Source: an optimization exercise on an open RTL-to-GDS flow (aim: small area, a short achievable clock period and few clock cycles per item). Production flows keep margins and buffers that such runs may drop.
In this exercise RTL edits were held to simulation tests only and were not proved equivalent to the original.

`flow/config.mk`:
```
export PLATFORM = sky130hd
export DESIGN_NAME = frame_interval_statistics_top
export DESIGN_NICKNAME = frame_interval_statistics_top
export VERILOG_FILES = /design/flow/design.v
export SDC_FILE = /design/flow/constraint.sdc
export NUM_CORES = 4
export LEC_CHECK = 0
export CAP_MARGIN = 20
export CORE_MARGIN = 2
export CORE_UTILIZATION = 40
export SLEW_MARGIN = 20
```
`flow/constraint.sdc`:
```
create_clock -name core_clock -period 10.0 [get_ports {clk_i}]
set_input_delay 2.0000 -clock core_clock [delete_from_list [all_inputs] [get_ports {clk_i}]]
set_output_delay 2.0000 -clock core_clock [all_outputs]
set_load 0.01 [all_outputs]
```
`flow/design.v`:
```
package fis_pkg;
  localparam int unsigned COUNT_BITS_DEF = 16;
  localparam int unsigned DT_BITS_DEF    = 24;
  localparam logic [31:0] WINDOW_US_RESET = 32'd1000000;
  localparam logic [31:0] FPS_STEP        = 32'd62500;
endpackage
import fis_pkg::*;
module fis_lzc #(
  parameter int unsigned W  = 32,
  parameter int unsigned LW = 6
) (
  input  logic [W-1:0]  x_i,
  output logic [LW-1:0] lz_o
);
  always_comb begin
    lz_o = LW'(W);
    for (int i = 0; i < W; i++) begin
      if (x_i[i]) lz_o = LW'(W - 1 - i);
    end
  end
endmodule
import fis_pkg::*;
module frame_interval_statistics_top
#(
  parameter int unsigned COUNT_BITS = COUNT_BITS_DEF,
  parameter int unsigned DT_BITS    = DT_BITS_DEF
) (
  input  logic        clk_i,
  input  logic        rst_ni,
  input  logic        cfg_we_i,
  input  logic [31:0] cfg_wdata_i,
  input  logic        in_valid_i,
  output logic        in_ready_o,
  input  logic [31:0] in_time_us_i,
  output logic        out_valid_o,
  input  logic        out_ready_i,
  output logic [23:0] out_dt_us_o,
  output logic        out_dt_valid_o,
  output logic        out_report_o,
  output logic [15:0] out_interval_cnt_o,
  output logic [31:0] out_elapsed_us_o,
  output logic [31:0] out_fps_q8_o,
  output logic [31:0] out_mean_q8_o,
  output logic [31:0] out_stddev_q8_o,
  output logic [23:0] out_min_dt_us_o,
  output logic [23:0] out_max_dt_us_o
);
  localparam int unsigned K     = 4;             
  localparam int unsigned KM    = 4;             
  localparam int unsigned MCH   = (32 + KM - 1) / KM;   
  localparam int unsigned BW    = MCH * KM;      
  logic [31:0] win_q;
  logic        have_ref_q;
  logic [31:0] prev_q;
  logic [31:0] el_q;
  logic [15:0] n_q;
  logic [31:0] fm_q;           
  logic [31:0] mean_q;
  logic [63:0] m2_q;
  logic        m2sat_q;
  logic [23:0] min_q, max_q;
  logic [23:0] dt_q;
  logic        dtv_q, rep_q, mm_q;
  logic        out_v_q;
  logic        rep_busy_q;
  typedef enum logic [2:0] {D_IDLE, D_DELTA, D_MEAN, D_V0, D_VAR1, D_VAR2, D_VEND} dv_mode_e;
  dv_mode_e    dv_mode_q;
  logic [3:0]  dv_cnt_q;
  logic [15:0] dv_r_q;
  logic [31:0] dv_a_q;
  logic [15:0] dv_d_q;
  logic        dv_neg_q;
  logic [31:0] a_q;
  logic [3:0]  mch_q;          
  logic        fin_q;
  logic [31:0] m_a_q;
  logic [BW-1:0] m_b_q;
  logic [63:0] m_p_q;
  logic [3:0]  m_cnt_q;
  logic        m_first_q;
  logic        madd_q;
  logic        f_busy_q;
  logic [4:0]  f_cnt_q;
  logic [31:0] f_r_q;
  logic [31:0] f_q_q;
  logic        s_v_q;
  logic [K-1:0] s_chunk_q;
  logic [32:0] s_r_q;
  logic [31:0] s_root_q;
  logic        sd_done_q;
  logic        v_go_q;         
  logic        acc_ok, in_acc;
  logic [31:0] diff, el_new;
  logic [23:0] dt_new;
  logic        rep_new;
  logic        mult_ok;
  assign mult_ok = fin_q ? (mch_q <= 4'd1) : (m_cnt_q <= 4'd2);
  always_comb begin
    acc_ok = 1'b0;
    if (!out_v_q && !rep_busy_q) begin
      if (dv_mode_q == D_IDLE) acc_ok = 1'b1;
      else if (dv_mode_q == D_MEAN && dv_cnt_q <= 4'd1 && mult_ok) acc_ok = 1'b1;
    end
  end
  assign in_ready_o = acc_ok;
  assign in_acc     = in_valid_i && acc_ok;
  assign diff    = in_time_us_i - prev_q;
  assign dt_new  = (diff[31:24] != 8'd0) ? 24'hFF_FFFF : diff[23:0];
  assign el_new  = el_q + diff;
  assign rep_new = (el_new >= win_q) || (n_q == 16'hFFFE);
  logic [32:0] cs_x, cs_m, cs_y, cs_s, cs_c;
  logic        cs_e;
  logic [33:0] d_sum;
  logic [32:0] d;
  logic        d_neg;
  logic [31:0] a_ones, a_abs;
  logic [5:0]  lz_a, lzs;
  logic [4:0]  bl_n;
  logic [4:0]  lz_n;
  logic [15:0] div_src_n;
  assign cs_x = {1'b0, dt_q, 8'd0};
  assign cs_m = ~{1'b0, mean_q};
  assign cs_y = fin_q ? (dv_neg_q ? {1'b0, dv_a_q} : ~{1'b0, dv_a_q}) : 33'd0;
  assign cs_e = fin_q && !dv_neg_q;
  assign cs_s = cs_x ^ cs_m ^ cs_y;
  assign cs_c = {((cs_x[31:0] & cs_m[31:0]) | (cs_x[31:0] & cs_y[31:0]) | (cs_m[31:0] & cs_y[31:0])), 1'b1};
  assign d_sum = {cs_s, cs_e} + {cs_c, cs_e};
  assign d     = d_sum[33:1];
  assign d_neg = d[32];
  assign a_ones = d[31:0] ^ {32{d_neg}};
  assign a_abs  = a_ones + {31'd0, d_neg};
  fis_lzc #(.W(32), .LW(6)) u_lz_a (.x_i(a_ones), .lz_o(lz_a));
  assign lzs = (d_neg && lz_a != 6'd0) ? lz_a - 6'd1 : lz_a;
  logic [63:0] m2_eff;
  logic [15:0] nm1;
  logic [5:0]  lz_v;
  assign m2_eff = m2sat_q ? 64'hFFFF_FFFF_FFFF_FFFF : m2_q;
  assign nm1    = n_q - 16'd1;
  fis_lzc #(.W(32), .LW(6)) u_lz_v (.x_i(m2_eff[63:32]), .lz_o(lz_v));
  logic        is_var;
  logic [31:0] sh_src;
  logic [5:0]  sh_lz;
  logic [6:0]  sh_v;
  logic [3:0]  sh_cyc;
  logic [5:0]  sh_amt;
  logic [47:0] sh_out;
  assign is_var    = (dv_mode_q == D_V0);
  assign div_src_n = is_var ? nm1 : n_q;
  fis_lzc #(.W(16), .LW(5)) u_lz_n (.x_i(div_src_n), .lz_o(lz_n));
  assign bl_n   = 5'd16 - lz_n;
  assign sh_src = is_var ? m2_eff[63:32] : a_abs;
  assign sh_lz  = is_var ? lz_v : lzs;
  assign sh_v   = 7'd33 - {1'b0, sh_lz} - {2'b0, bl_n};
  assign sh_cyc = sh_v[6] ? 4'd0 : 4'((sh_v + 7'(K - 1)) / 7'(K));
  assign sh_amt = 6'd32 - 6'(sh_cyc * K);
  assign sh_out = {16'd0, sh_src} << sh_amt;
  logic [5:0] a_bl;
  logic [3:0] a_mch;
  assign a_bl  = 6'd32 - lzs;
  assign a_mch = 4'((a_bl + 6'(KM - 1)) / 6'(KM));
  logic [15:0] st_r  [K+1];
  logic [31:0] st_a  [K+1];
  logic [K-1:0] st_q;
  always_comb begin
    st_r[0] = dv_r_q;
    st_a[0] = dv_a_q;
    for (int i = 0; i < K; i++) begin
      logic [16:0] t, u;
      t = {st_r[i], st_a[i][31]};
      u = t - {1'b0, dv_d_q};
      if (!u[16]) begin
        st_r[i+1] = u[15:0];
        st_a[i+1] = {st_a[i][30:0], 1'b1};
        st_q[K-1-i] = 1'b1;
      end else begin
        st_r[i+1] = t[15:0];
        st_a[i+1] = {st_a[i][30:0], 1'b0};
        st_q[K-1-i] = 1'b0;
      end
    end
  end
  logic dv_step_ok;
  assign dv_step_ok = (dv_cnt_q != 4'd1) || mult_ok;
  logic [31:0] q_fin, mean_fin, b_fin;
  logic [BW-1:0] b_sh;
  assign q_fin    = dv_a_q;
  assign mean_fin = dv_neg_q ? mean_q - q_fin : mean_q + q_fin;
  assign b_fin    = a_q - q_fin;
  assign b_sh     = BW'(b_fin) << (KM * (MCH - mch_q));
  logic [KM-1:0] m_chunk;
  logic [63:0]   m_p_next;
  logic [64:0]   m2_sum;
  assign m_chunk  = m_b_q[BW-1 -: KM];
  assign m_p_next = (m_first_q ? 64'd0 : (m_p_q << KM)) + 64'(m_a_q) * 64'(m_chunk);
  assign m2_sum   = {1'b0, m2_q} + {9'd0, m_p_q[63:8]};
  logic [31:0] fr [3];
  logic [31:0] fq [3];
  always_comb begin
    fr[0] = f_r_q;
    fq[0] = f_q_q;
    for (int i = 0; i < 2; i++) begin
      logic [32:0] t, u;
      t = {fr[i], fq[i][31]};
      u = t - {1'b0, el_q};
      if (!u[32]) begin
        fr[i+1] = u[31:0];
        fq[i+1] = {fq[i][30:0], 1'b1};
      end else begin
        fr[i+1] = t[31:0];
        fq[i+1] = {fq[i][30:0], 1'b0};
      end
    end
  end
  logic [32:0] sr [K/2+1];
  logic [31:0] so [K/2+1];
  always_comb begin
    sr[0] = s_r_q;
    so[0] = s_root_q;
    for (int i = 0; i < K/2; i++) begin
      logic [34:0] t, u;
      t = {sr[i], s_chunk_q[K-1-2*i -: 2]};
      u = t - {1'b0, so[i], 2'b01};
      if (!u[34]) begin
        sr[i+1] = u[32:0];
        so[i+1] = {so[i][30:0], 1'b1};
      end else begin
        sr[i+1] = t[32:0];
        so[i+1] = {so[i][30:0], 1'b0};
      end
    end
  end
  logic out_xfer;
  assign out_xfer = out_v_q && out_ready_i;
  always_ff @(posedge clk_i or negedge rst_ni) begin
    if (!rst_ni) begin
      win_q      <= WINDOW_US_RESET;
      have_ref_q <= 1'b0;
      el_q       <= '0;
      n_q        <= '0;
      fm_q       <= '0;
      mean_q     <= '0;
      m2_q       <= '0;
      m2sat_q    <= 1'b0;
      min_q      <= '1;
      max_q      <= '0;
      mm_q       <= 1'b0;
      out_v_q    <= 1'b0;
      rep_busy_q <= 1'b0;
      dv_mode_q  <= D_IDLE;
      dv_cnt_q   <= '0;
      fin_q      <= 1'b0;
      m_cnt_q    <= '0;
      m_first_q  <= 1'b0;
      madd_q     <= 1'b0;
      f_busy_q   <= 1'b0;
      f_cnt_q    <= '0;
      s_v_q      <= 1'b0;
      sd_done_q  <= 1'b0;
      v_go_q     <= 1'b0;
    end else begin
      if (cfg_we_i) win_q <= cfg_wdata_i;
      if (out_xfer) begin
        out_v_q <= 1'b0;
        if (rep_q) begin
          rep_busy_q <= 1'b0;
          v_go_q     <= 1'b0;
          el_q       <= '0;
          n_q        <= '0;
          fm_q       <= '0;
          mean_q     <= '0;
          m2_q       <= '0;
          m2sat_q    <= 1'b0;
          min_q      <= '1;
          max_q      <= '0;
        end
      end
      mm_q <= 1'b0;
      if (in_acc) begin
        prev_q <= in_time_us_i;
        if (!have_ref_q) begin
          have_ref_q <= 1'b1;
          dt_q       <= '0;
          dtv_q      <= 1'b0;
          rep_q      <= 1'b0;
          out_v_q    <= 1'b1;
        end else begin
          dt_q    <= dt_new;
          dtv_q   <= 1'b1;
          rep_q   <= rep_new;
          el_q    <= el_new;
          n_q     <= n_q + 16'd1;
          fm_q    <= fm_q + FPS_STEP;
          mm_q    <= 1'b1;
          if (rep_new) rep_busy_q <= 1'b1;
          else         out_v_q    <= 1'b1;
        end
      end
      if (mm_q) begin
        if (dt_q < min_q) min_q <= dt_q;
        if (dt_q > max_q) max_q <= dt_q;
      end
      fin_q <= 1'b0;
      if (fin_q) begin
        mean_q <= mean_fin;
        m_a_q  <= a_q;
        m_b_q  <= b_sh;
        m_first_q <= 1'b1;
        m_cnt_q <= mch_q;
      end
      madd_q <= 1'b0;
      if (m_cnt_q != 4'd0 && !(fin_q)) begin
        m_p_q     <= m_p_next;
        m_b_q     <= m_b_q << KM;
        m_first_q <= 1'b0;
        m_cnt_q   <= m_cnt_q - 4'd1;
        if (m_cnt_q == 4'd1) madd_q <= 1'b1;
      end else if (m_cnt_q != 4'd0 && fin_q) begin
        m_p_q   <= m_p_next;
        madd_q  <= 1'b1;
      end
      if (madd_q) begin
        m2_q <= m2_sum[63:0];
        if (m2_sum[64]) m2sat_q <= 1'b1;
      end
      case (dv_mode_q)
        D_IDLE: begin
          if (rep_busy_q && !fin_q && m_cnt_q == 4'd0 && !madd_q && !v_go_q) begin
            v_go_q <= 1'b1;
            if (n_q >= 16'd2) begin
              dv_mode_q <= D_V0;
            end else begin
              s_root_q  <= '0;
              sd_done_q <= 1'b1;
            end
          end
        end
        D_DELTA: begin
          dv_neg_q <= d_neg;
          a_q      <= a_abs;
          dv_d_q   <= n_q;
          mch_q    <= (n_q == 16'd1) ? 4'd0 : a_mch;
          dv_r_q   <= sh_out[47:32];
          if (n_q == 16'd1) begin
            dv_a_q   <= a_abs;
            dv_cnt_q <= '0;
          end else begin
            dv_a_q   <= sh_out[31:0];
            dv_cnt_q <= sh_cyc;
          end
          if ((n_q == 16'd1 || sh_cyc == 4'd0) && mult_ok) begin
            fin_q     <= 1'b1;
            dv_mode_q <= D_IDLE;
          end else begin
            dv_mode_q <= D_MEAN;
          end
        end
        D_MEAN: begin
          if (dv_cnt_q == 4'd0) begin
            if (mult_ok) begin
              fin_q     <= 1'b1;
              dv_mode_q <= D_IDLE;
            end
          end else if (dv_step_ok) begin
            dv_r_q   <= st_r[K];
            dv_a_q   <= st_a[K];
            dv_cnt_q <= dv_cnt_q - 4'd1;
            if (dv_cnt_q == 4'd1) begin
              fin_q     <= 1'b1;
              dv_mode_q <= D_IDLE;
            end
          end
        end
        D_V0: begin
          dv_d_q    <= nm1;
          s_r_q     <= '0;
          s_root_q  <= '0;
          if ({8'd0, m2_eff[63:56]} >= nm1) begin
            s_root_q  <= '1;
            sd_done_q <= 1'b1;
            dv_mode_q <= D_IDLE;
          end else if (sh_cyc == 4'd0) begin
            dv_r_q    <= sh_out[47:32];
            dv_a_q    <= m2_eff[31:0];
            dv_cnt_q  <= 4'(32 / K);
            dv_mode_q <= D_VAR2;
          end else begin
            dv_r_q    <= sh_out[47:32];
            dv_a_q    <= sh_out[31:0];
            dv_cnt_q  <= sh_cyc;
            dv_mode_q <= D_VAR1;
          end
        end
        D_VAR1: begin
          dv_r_q   <= st_r[K];
          dv_cnt_q <= dv_cnt_q - 4'd1;
          if (dv_cnt_q == 4'd1) begin
            dv_a_q    <= m2_eff[31:0];
            dv_cnt_q  <= 4'(32 / K);
            dv_mode_q <= D_VAR2;
          end else begin
            dv_a_q    <= st_a[K];
          end
        end
        D_VAR2: begin
          dv_r_q   <= st_r[K];
          dv_a_q   <= st_a[K];
          dv_cnt_q <= dv_cnt_q - 4'd1;
          if (dv_cnt_q == 4'd1) begin
            dv_cnt_q  <= 4'd2;
            dv_mode_q <= D_VEND;
          end
        end
        D_VEND: begin
          dv_cnt_q <= dv_cnt_q - 4'd1;
          if (dv_cnt_q == 4'd1) begin
            dv_mode_q <= D_IDLE;
          end
        end
        default: dv_mode_q <= D_IDLE;
      endcase
      if (in_acc && have_ref_q) dv_mode_q <= D_DELTA;
      s_v_q     <= (dv_mode_q == D_VAR1) || (dv_mode_q == D_VAR2) || (dv_mode_q == D_VEND);
      s_chunk_q <= (dv_mode_q == D_VEND) ? '0 : st_q;
      if (s_v_q) begin
        s_r_q    <= sr[K/2];
        s_root_q <= so[K/2];
        if (dv_mode_q == D_IDLE) sd_done_q <= 1'b1;
      end
      if (dv_mode_q == D_DELTA && rep_q) begin
        if (el_q == 32'd0 || {20'd0, fm_q[31:20]} >= el_q) begin
          f_q_q <= '1;
        end else begin
          f_busy_q <= 1'b1;
          f_cnt_q  <= 5'd15;
          f_r_q    <= {20'd0, fm_q[31:20]};
          f_q_q    <= {fm_q[19:0], 12'd0};
        end
      end else if (f_busy_q) begin
        f_r_q   <= fr[2];
        f_q_q   <= fq[2];
        f_cnt_q <= f_cnt_q - 5'd1;
        if (f_cnt_q == 5'd0) f_busy_q <= 1'b0;
      end
      if (rep_busy_q && sd_done_q && !f_busy_q && !out_v_q) begin
        out_v_q   <= 1'b1;
        sd_done_q <= 1'b0;
      end
    end
  end
  assign out_valid_o        = out_v_q;
  assign out_dt_us_o        = dt_q;
  assign out_dt_valid_o     = dtv_q;
  assign out_report_o       = rep_q;
  assign out_interval_cnt_o = rep_q ? n_q : '0;
  assign out_elapsed_us_o   = rep_q ? el_q : '0;
  assign out_fps_q8_o       = rep_q ? f_q_q : '0;
  assign out_mean_q8_o      = rep_q ? mean_q : '0;
  assign out_stddev_q8_o    = rep_q ? s_root_q : '0;
  assign out_min_dt_us_o    = rep_q ? min_q : '0;
  assign out_max_dt_us_o    = rep_q ? max_q : '0;
endmodule
```
`flow/run.sh`:
```
#!/bin/bash
# synth_recipe.tcl (not shown) runs the flow's synth.tcl, then flattens the netlist and writes it again
# the make line also repeats each setting of config.mk as NAME=value (left out here)
make -C /OpenROAD-flow-scripts/flow DESIGN_CONFIG=/design/flow/config.mk WORK_HOME=/design/flow/orfs CLKGATE_MAP_FILE= SYNTH_SCRIPT=/design/flow/synth_recipe.tcl finish
```
==> results.txt <==
worst max-delay path by stage:
stage / slack [ps] / endpoint / cells past startpoint / start
2_1_floorplan: -30 / dv_r_q[15]$_DFFE_PP_ / 56 / dv_a_q[31]$_DFFE_PP_
3_3_place_gp: -190 / dv_r_q[9]$_DFFE_PP_ / 56 / dv_a_q[31]$_DFFE_PP_
3_5_place_dp: -470 / dv_r_q[9]$_DFFE_PP_ / 55 / dv_a_q[31]$_DFFE_PP_
4_1_cts: -80 / dv_r_q[9]$_DFFE_PP_ / 56 / dv_a_q[31]$_DFFE_PP_
5_1_grt: -640 / dv_r_q[13]$_DFFE_PP_ / 55 / dv_a_q[31]$_DFFE_PP_
6_report: -190 / dv_r_q[9]$_DFFE_PP_ / 61 / dv_a_q[31]$_DFFE_PP_
state kept, by name, indices dropped and copies added, names as in the netlist, 24 cells and up:
register  flops
a_q          32
dt_q         24
dv_a_q       32
el_q         32
f_q_q        32
f_r_q        32
fm_q         32
m2_q         64
m_a_q        32
m_b_q        32
m_p_q        64
max_q        24
mean_q       32
min_q        24
prev_q       32
s_r_q        33
s_root_q     32
win_q        32
critical path, delay by kind of cell (launching register included):
kind / cells / cell delay, ps
compound gates: 22 / 3660
buf+inv: 22 / 2800
fa+ha+maj: 5 / 1290
simple gates: 8 / 800
xor+xnor: 3 / 570
flops: 1 / 390
mux: 1 / 360
layout make-up:
cell class                 count  area [sq um]  share of cell area (%)
clock inverter                50           556                   0.716
clock buffer                 120          2550                    3.29
tap                         2175          2720                    3.51
sequential                   704         19800                    25.5
multi-input combinational   6125         43900                    56.6
antenna                        3          7.51                 0.00968
timing repair buffer         672          6160                    7.94
inverter                     505          1900                    2.45
per-layer routing:
layer,vias up,part of all wire (%)
met5,-,0.048
met4,14,4.1
met3,442,5.9
met2,1943,45
met1,29214,45
li1,28392,-
layout by cell type, fill, tap and decap left out, types with 105 or more instances in the layout:
cell,Yosys,layout
a21o_1,227,226
a21oi_1,525,501
and2_1,276,275
buf_4,2,346
clkdlybuf4s50_1,0,286
dfrtp_1,253,249
edfxtp_1,420,420
fa_1,127,122
ha_1,590,575
inv_1,498,492
nand2_1,810,802
nand2b_1,111,110
nand3_1,166,164
nor2_1,561,540
nor2b_1,108,105
nor3_1,142,139
o21a_1,111,111
o21ai_0,511,490
o31ai_1,125,124
xnor2_1,334,326
xor2_1,218,212
through the flow:
step                setup TNS [ps]  hold WS [ps]  util, %
CTS                           -633           463     47.0
finish                       -1910           467     47.6
detailed placement           -6680           447     44.7
global placement             -1720           437     44.7
global route                -11340           477     47.6
floorplan                    -78.5           423        -
cells by family (layout without fill, tap and decap cells):
kind of cell / count (synthesis) / count (layout) / share of synthesized area, %
fa+ha+maj: 717 / 717 / 15.1
simple gates: 2544 / 2545 / 18.7
xor+xnor: 564 / 564 / 7.71
buf+inv: 831 / 1347 / 4.80
compound gates: 2121 / 2121 / 20.9
flops: 704 / 704 / 30.0
mux: 178 / 178 / 2.87
other cells: 0 / 3 / 0
what timing repair did:
action,in CTS,in global routing
pin swaps,39,65
gates cloned,5,7
setup buffers,40,27
endpoints found under the setup margin,22,53
gates resized for setup,76,98
==> impl_results.md <==
* Status: finished with violations
* Fail Reasons: negative setup slack
* Vias per std cell at 5.80
* Most frequent cell after synthesis: nand2_1
* Drt wl/cell at 22.7 microns
* Finished Layout Cells at 10354
* Mapped Nets at 8445
* Global-route wire length before repair at 354000 microns
* Leading area contributor after synthesis: edfxtp_1
* Std-Cell Rows at 148
* Sequential area share after synthesis at 30.0%
* Port Buf Inserts at 288
* Worst slew pin tran at 1230 ps
* Crit share post-route at 102%
* Met1 usage at 37.2%
* Die Wd at 410 microns
* Synth area leaders: edfxtp_1 (19%), ha_1 (11%), dfrtp_1 (9.6%), nand2_1 (4.6%), xnor2_1 (4.4%)
* Worst Hold Launch: a_q[0]$_DFFE_PP_
* Worst Hold End: m_a_q[0]$_DFFE_PP_
* Final hold violations at 0
* Max Cap Viol at 0
* Syn Area/Cell at 8.59 sq um
* Period minus WS final at 10190 ps
* Final GP Congestion at 1.00
* Area Overhead vs Synth at 17.9%
* Cts hold-fix bufs at 0
* Worst-Skew Late Latency at 760 ps
* Most used cell, CP: buf_4
* Residual DRC count at 0
* M3 GR Usage at 3.58%
* Antenna violations before repair at 14
* Post-synth top area share at 19.2%
* EDFF count, synth at 420
* Vias in the first global route at 57423
* Share of cells above drive strength 1 at 10.9%
* Setup WS pre-CTS at -467 ps
* Drt first pass iters at 5
* RSZ-0062 raised after global routing: yes
* Core area at 0.163 sq mm
* Antenna viol nets, final at 0
* Starting Density at 40.3%
* Seq cells post-synth at 704
* Root Buffer: clkbuf_16
* DP HPWL at 179000 microns
* Routed wire length at 235000 microns
* Clock-pin slew on the worst setup and hold paths at 70 ps
* Async set-reset flop share out of synthesis at 40.3%
* Cell count after synthesis at 7659
* I/O pins at 289
* Max Root-Sink Buffers at 3
* R2r startpoint: dv_a_q[31]$_DFFE_PP_
* Hold depth at 0
* Relative slew slack at 17.5%
* Placed cell count at 10104
* DR iter-0 viols at 5293
* Critical path data arrival time at 10630 ps
* Inserted Clock Buffers at 90
* H-tree levels at 3
* Cells on worst reg2reg path at 61
* Worst setup EP type: register
* Worst Path Max Fanout at 7
* Critical path class: register to register
* M2 GR Usage at 43.2%
* Worst reg2reg endpoint: dv_r_q[9]$_DFFE_PP_
* Max incr delay on CP at 390 ps
* Flop2flop setup slack at -190 ps
* Setup WS post-layout at -189 ps
* Top cells by count, synth: nand2_1 (810), ha_1 (590), nor2_1 (561), a21oi_1 (525), o21ai_0 (511)
* DP Area at 0.0729 sq mm
* Achievable Freq at 0.0981 GHz
* Worst Skew at 40.1 ps
* Post-route cell area at 0.0776 sq mm
* Crit start category: register
* Nets at 8884
* Yosys cell types at 115
* Die Y at 410 microns
* Ys flop type: edfxtp_1
* Synth warn at 9
* Routed via count at 60005
* Tot GR Track Use at 27.0%
* Min-delay worst type: register to register
* Total congestion overflow at 0
* FILL cells at 15673
* CP max-delay cell: edfxtp_1
* Die area at 0.168 sq mm
* Final Slew Violations at 0
* Final setup violating endpoints at 18
* Pin count of the biggest net entering global routing at 112
* Clk sinks at 704
* Post-synth design cell area at 0.0658 sq mm
* Worst Path Required at 10440 ps
* CTS tree: built
* Grt peak-use layer: met2
Testbench counts, summed over its fixed seeds: cycles 69,082, items 12,000.

## static timing again, ports no longer ideal
How much do the figures lean on ideal ports? The routed layout below was timed once more, with nothing changed but the port constraints.
Step 1, drivers: a clkbuf_16 drives clk_i and a buf_2 each remaining input, both assumed.
Step 2, shift: input delay + t, output delay - t, t = (earliest + latest rising clock arrival at the registers) / 2. This alone moves slack from input paths to output paths.
a / b / c = no drivers / after step 1 / after step 2; a / b = the first two.
shift t [ns]: 0.822
setup WS [ns]: -0.189 / -0.189 / -0.189
worst setup path at the end: register to register
slew at the worst register clock pin (ns): 0.07 / 0.07
worst data-port slew with drivers (ns): 0.08
For this run, drivers alone change the setup slack by 0.000 ns; drivers and shift together by 0.000 ns.
